Background: an optimization exercise with open tools, aiming at small area. Do not read the settings as production practice. In this exercise RTL edits were held to simulation tests only and were not proved equivalent to the original. No activity file was given, so power comes from the tool's default toggle rates.

Setup of the previous run:
## conv_top
module conv_top (
    input  logic        clk,
    input  logic        reset,
    input  logic [7:0]  in_data,
    input  logic [3:0]  in_user,
    input  logic        in_valid,
    output logic        in_ready,
    output logic [20:0] out_data,
    output logic        out_valid,
    input  logic        out_ready
);
    localparam logic [2:0] S_IDLE  = 3'd0;
    localparam logic [2:0] S_LOADW = 3'd1;
    localparam logic [2:0] S_BIAS  = 3'd2;
    localparam logic [2:0] S_PIX   = 3'd3;
    localparam logic [2:0] S_SCAN  = 3'd4;
    logic [7:0]  pr [0:26];
    logic [7:0]  wr [0:15];
    logic [4:0]  age;       
    logic [3:0]  wslot;     
    logic [2:0]  st;
    logic        done;      
    logic [1:0]  km1;       
    logic [2:0]  row, col;
    logic [7:0]  bias;
    logic [19:0] acc;
    logic        ov;
    logic [5:0]  sc;        
    logic        take, a27, a1, needwin, start, scanning, ins_p, ins_w;
    logic        sin, ring_match, in_match, wbit, m, neg, binj, shift, last_pix;
    logic [7:0]  p_op, w_op;
    logic [2:0]  pass;
    logic [19:0] addend, acc_s;
    logic [8:0]  lo9;
    logic [11:0] hi_next;
    logic        a_inc, a_dec;
    assign a27      = (age == 5'd27);
    assign a1       = (age == 5'd1);
    assign needwin  = (row >= {1'b0, km1}) && (col >= {1'b0, km1});
    assign last_pix = (row == 3'd7) && (col == 3'd7);
    assign pass     = sc[5:3];
    always_comb begin
        case (st)
            S_LOADW: in_ready = (wslot == {row[1:0], col[1:0]});
            S_BIAS:  in_ready = 1'b1;
            S_PIX:   in_ready = a27 && (!needwin || done);
            default: in_ready = 1'b0;
        endcase
    end
    assign take  = in_valid && in_ready;
    assign ins_p = take && (st == S_PIX);
    assign ins_w = take && (st == S_LOADW);
    assign start    = (st == S_PIX) && in_valid && needwin && !done && !ov && a27 && (acc == 20'd0);
    assign scanning = start || (st == S_SCAN);
  ...
Size in the first run: about 780 cells after synthesis, ~400 flip-flops, ~11000 sq um of cells after synthesis.
==> module conv_top, before the edit <==
module conv_top (
    input  logic        clk,
    input  logic        reset,
    input  logic [7:0]  in_data,
    input  logic [3:0]  in_user,
    input  logic        in_valid,
    output logic        in_ready,
    output logic [20:0] out_data,
    output logic        out_valid,
    input  logic        out_ready
);
    localparam logic [2:0] S_IDLE  = 3'd0;
    localparam logic [2:0] S_LOADW = 3'd1;
    localparam logic [2:0] S_BIAS  = 3'd2;
    localparam logic [2:0] S_PIX   = 3'd3;
    localparam logic [2:0] S_SCAN  = 3'd4;
    logic [7:0]  pr [0:26];
    logic [7:0]  wr [0:15];
    logic [4:0]  age;       
    logic [3:0]  wslot;     
    logic [2:0]  st;
    logic        done;      
    logic [1:0]  km1;       
    logic [2:0]  row, col;
    logic [7:0]  bias;
    logic [19:0] acc;
    logic        ov;
    logic [5:0]  sc;        
    logic        take, a27, a1, needwin, start, scanning, ins_p, ins_w;
    logic        sin, ring_match, in_match, wbit, m, neg, binj, shift, last_pix;
    logic [7:0]  p_op, w_op;
    logic [2:0]  pass;
    logic [19:0] addend, acc_s;
    logic [8:0]  lo9;
    logic [11:0] hi_next;
    logic        a_inc, a_dec;
    assign a27      = (age == 5'd27);
    assign a1       = (age == 5'd1);
    assign needwin  = (row >= {1'b0, km1}) && (col >= {1'b0, km1});
    assign last_pix = (row == 3'd7) && (col == 3'd7);
    assign pass     = sc[5:3];
    always_comb begin
        case (st)
            S_LOADW: in_ready = (wslot == {row[1:0], col[1:0]});
            S_BIAS:  in_ready = 1'b1;
            S_PIX:   in_ready = a27 && (!needwin || done);
            default: in_ready = 1'b0;
        endcase
    end
    assign take  = in_valid && in_ready;
    assign ins_p = take && (st == S_PIX);
    assign ins_w = take && (st == S_LOADW);
    assign start    = (st == S_PIX) && in_valid && needwin && !done && !ov && a27 && (acc == 20'd0);
    assign scanning = start || (st == S_SCAN);
    assign ring_match = (wslot[2:0] == {age[3], age[1:0]}) && !age[2] &&
                        (age[4:3] <= km1) && (age[1:0] <= km1);
    assign in_match   = (wslot[2:0] == 3'd0) && a1;
    assign w_op       = (wslot[3] == age[4]) ? wr[15] : wr[7];
    assign wbit       = w_op[3'd7 - pass];
    assign m          = scanning && (ring_match || in_match) && wbit;
    assign neg        = (pass == 3'd0);
    assign binj       = scanning && (pass == 3'd7) && (wslot[2:0] == 3'd0) && (age == 5'd26);
    assign shift      = scanning ? (a27 && (sc[2:0] == 3'd0)) : !(ov || done);
    assign sin        = scanning && bias[3'd7 - pass];
    assign p_op   = in_match ? in_data : pr[26];
    assign addend = m ? 20'($signed(p_op ^ {8{neg}})) : {binj && bias[7], 19'd0};
    assign acc_s   = shift ? {acc[18:0], sin} : acc;
    assign lo9     = {1'b0, acc_s[7:0]} + {1'b0, addend[7:0]} + {8'd0, m && neg};
    assign a_dec   = addend[19] & ~lo9[8];
    assign a_inc   = lo9[8] & ~addend[19];
    assign hi_next = acc_s[19:8] + {{11{a_dec}}, a_inc | a_dec};
    always_ff @(posedge clk) begin
        pr[0] <= ins_p ? in_data : pr[26];
        for (int i = 1; i < 27; i++) pr[i] <= pr[i-1];
        wr[0] <= ins_w ? in_data : wr[15];
        for (int i = 1; i < 16; i++) wr[i] <= wr[i-1];
    end
    always_ff @(posedge clk) begin
        acc <= {hi_next, lo9[7:0]};
    end
    always_ff @(posedge clk) begin
        if (take && st == S_BIAS) bias <= in_data;
    end
    always_ff @(posedge clk) begin
        if (reset) begin
            st    <= S_IDLE;
            age   <= 5'd27;
            wslot <= 4'd0;
            sc    <= 6'd0;
            done  <= 1'b0;
            ov    <= 1'b0;
        end else begin
            age   <= (a1 || ins_p) ? 5'd27 : age - 5'd1;
            wslot <= wslot + 4'd1;
            if (ov && out_ready) ov <= 1'b0;
            if (scanning && a1) sc <= sc + 6'd1;
            case (st)
                S_IDLE: if (in_valid) begin
                    km1 <= in_user[1:0] - 2'd1;
                    row <= {1'b0, in_user[1:0] - 2'd1};
                    col <= {1'b0, in_user[1:0] - 2'd1};
                    st  <= S_LOADW;
                end
                S_LOADW: if (take) begin
                    if (col[1:0] == 2'd0) begin
                        col <= {1'b0, km1};
                        if (row[1:0] == 2'd0) st <= S_BIAS;
                        else row <= row - 3'd1;
                    end else begin
                        col <= col - 3'd1;
                    end
                end
                S_BIAS: if (take) begin
                    row  <= 3'd0;
                    col  <= 3'd0;
                    done <= 1'b0;
                    st   <= S_PIX;
                end
                S_PIX: begin
                    if (take) begin
                        done <= 1'b0;
                        if (done) ov <= 1'b1;
                        col  <= col + 3'd1;
                        if (col == 3'd7) row <= row + 3'd1;
                        if (last_pix) st <= S_IDLE;
                    end else if (start) begin
                        st <= S_SCAN;
                    end
                end
                S_SCAN: if (a1 && sc == 6'd63) begin
                    st   <= S_PIX;
                    done <= 1'b1;
                end
                default: st <= S_IDLE;
            endcase
        end
    end
    assign out_data  = {acc[19], acc};
    assign out_valid = ov;
endmodule
export LEC_CHECK = 0
export CAP_MARGIN = 20
export CORE_MARGIN = 2
export CORE_UTILIZATION = 40
export CTS_BUF_LIST = sky130_fd_sc_hd__clkbuf_4
export CTS_CLUSTER_DIAMETER = 40
export CTS_CLUSTER_SIZE = 12
export SLEW_MARGIN = 20
create_clock -name core_clock -period 9.0 [get_ports {clk}]
standard.sh (not shown) runs the stock make flow with config.mk's settings and CLKGATE_MAP_FILE= SYNTH_SCRIPT=/design/flow/synth_recipe.tcl, a recipe that flattens the netlist after the stock synthesis.
==> flow/flow/run.sh <==
#!/bin/bash
# The standard layout (standard.sh, the standard flow's own ORFS run), with two changes:
#  - port buffers use the smallest buffer cell instead of the flow's default pick
#  - clock tree synthesis does not add dummy loads
# Every tool's full output goes to a log file in the work folder.
set -euo pipefail
export BUFFER_PORTS_ARGS="-inputs -outputs -buffer_cell sky130_fd_sc_hd__buf_1"
export CTS_ARGS="-sink_clustering_enable -repair_clock_nets -dont_use_dummy_load -buf_list sky130_fd_sc_hd__clkbuf_4 -sink_clustering_size 12 -sink_clustering_max_diameter 40"
bash standard.sh finish > flow.log 2>&1
## Diff of input files: the current run against the previous run
diff --git a/flow/design.v b/flow/design.v
--- a/flow/design.v
+++ b/flow/design.v
@@ -25,17 +25,14 @@
     logic [7:0]  bias;
     logic [19:0] acc;
     logic        ov;
     logic [5:0]  sc;        
     logic        take, a27, a1, needwin, start, scanning, ins_p, ins_w;
-    logic        sin, ring_match, in_match, wbit, m, neg, binj, shift, last_pix;
+    logic        ring_match, in_match, wbit, m, neg, binj, shift, last_pix;
     logic [7:0]  p_op, w_op;
     logic [2:0]  pass;
-    logic [19:0] addend, acc_s;
-    logic [8:0]  lo9;
-    logic [11:0] hi_next;
-    logic        a_inc, a_dec;
+    logic [19:0] addend;
     assign a27      = (age == 5'd27);
     assign a1       = (age == 5'd1);
     assign needwin  = (row >= {1'b0, km1}) && (col >= {1'b0, km1});
     assign last_pix = (row == 3'd7) && (col == 3'd7);
     assign pass     = sc[5:3];
@@ -58,27 +55,21 @@
     assign w_op       = (wslot[3] == age[4]) ? wr[15] : wr[7];
     assign wbit       = w_op[3'd7 - pass];
     assign m          = scanning && (ring_match || in_match) && wbit;
     assign neg        = (pass == 3'd0);
     assign binj       = scanning && (pass == 3'd7) && (wslot[2:0] == 3'd0) && (age == 5'd26);
-    assign shift      = scanning ? (a27 && (sc[2:0] == 3'd0)) : !(ov || done);
-    assign sin        = scanning && bias[3'd7 - pass];
+    assign shift      = scanning ? (a27 && (sc[2:0] == 3'd0) && (pass != 3'd0)) : !(ov || done);
     assign p_op   = in_match ? in_data : pr[26];
-    assign addend = m ? 20'($signed(p_op ^ {8{neg}})) : {binj && bias[7], 19'd0};
-    assign acc_s   = shift ? {acc[18:0], sin} : acc;
-    assign lo9     = {1'b0, acc_s[7:0]} + {1'b0, addend[7:0]} + {8'd0, m && neg};
-    assign a_dec   = addend[19] & ~lo9[8];
-    assign a_inc   = lo9[8] & ~addend[19];
-    assign hi_next = acc_s[19:8] + {{11{a_dec}}, a_inc | a_dec};
+    assign addend = m ? 20'($signed(p_op ^ {8{neg}})) : (binj ? 20'($signed(bias)) : 20'd0);
     always_ff @(posedge clk) begin
         pr[0] <= ins_p ? in_data : pr[26];
         for (int i = 1; i < 27; i++) pr[i] <= pr[i-1];
         wr[0] <= ins_w ? in_data : wr[15];
         for (int i = 1; i < 16; i++) wr[i] <= wr[i-1];
     end
     always_ff @(posedge clk) begin
-        acc <= {hi_next, lo9[7:0]};
+        acc <= (shift ? {acc[18:0], 1'b0} : acc) + addend + {19'd0, m && neg};
     end
     always_ff @(posedge clk) begin
         if (take && st == S_BIAS) bias <= in_data;
     end
     always_ff @(posedge clk) begin
==> comparison <==
Number of antenna violations at the first check in global routing came out exactly the same in the previous run and the current run.
Changes observed in the current run relative to the previous run: share of power burned in combinational logic picked up an extra 0.6 points; length of routed met3 wiring moved up; total die area +about 0.8%.
Diff the previous run -> the current run: hold slack shrank by 0.016 ns, routed wire length picked up an extra about 1.6%, post-synthesis async set-or-reset flop share closely matched the old numbers.

## separate check: timing with driven ports
In the flow no input, the clock included, has a driving cell. The finished layouts below were timed again as built, in two steps.
Step 1 (the two cells are an assumption about what drives the block):
set clk [get_ports {clk}]
set_driving_cell -lib_cell sky130_fd_sc_hd__clkbuf_16 $clk
set_driving_cell -lib_cell sky130_fd_sc_hd__buf_2 [delete_from_list [all_inputs] $clk]
Step 2 times the ports against the registers' clock, not the clock port: input delays grow and output delays shrink by t, the midpoint of the rising clock arrivals with the driver on.
Slacks: no drivers / after step 1 / after step 2; pairs: no drivers / after step 1.
run	shift t [ns]	setup WS [ns]	hold slack, ns
the previous run	0.647	1.900 / 1.910 / 1.262	0.272 / 0.272 / 0.272
the current run	0.658	3.223 / 3.241 / 2.583	0.256 / 0.256 / 0.256
After both steps every run listed still meets setup and hold. The setup slack of the current run, which loses most, moves by +0.018 ns with the drivers and by -0.640 ns with both steps.
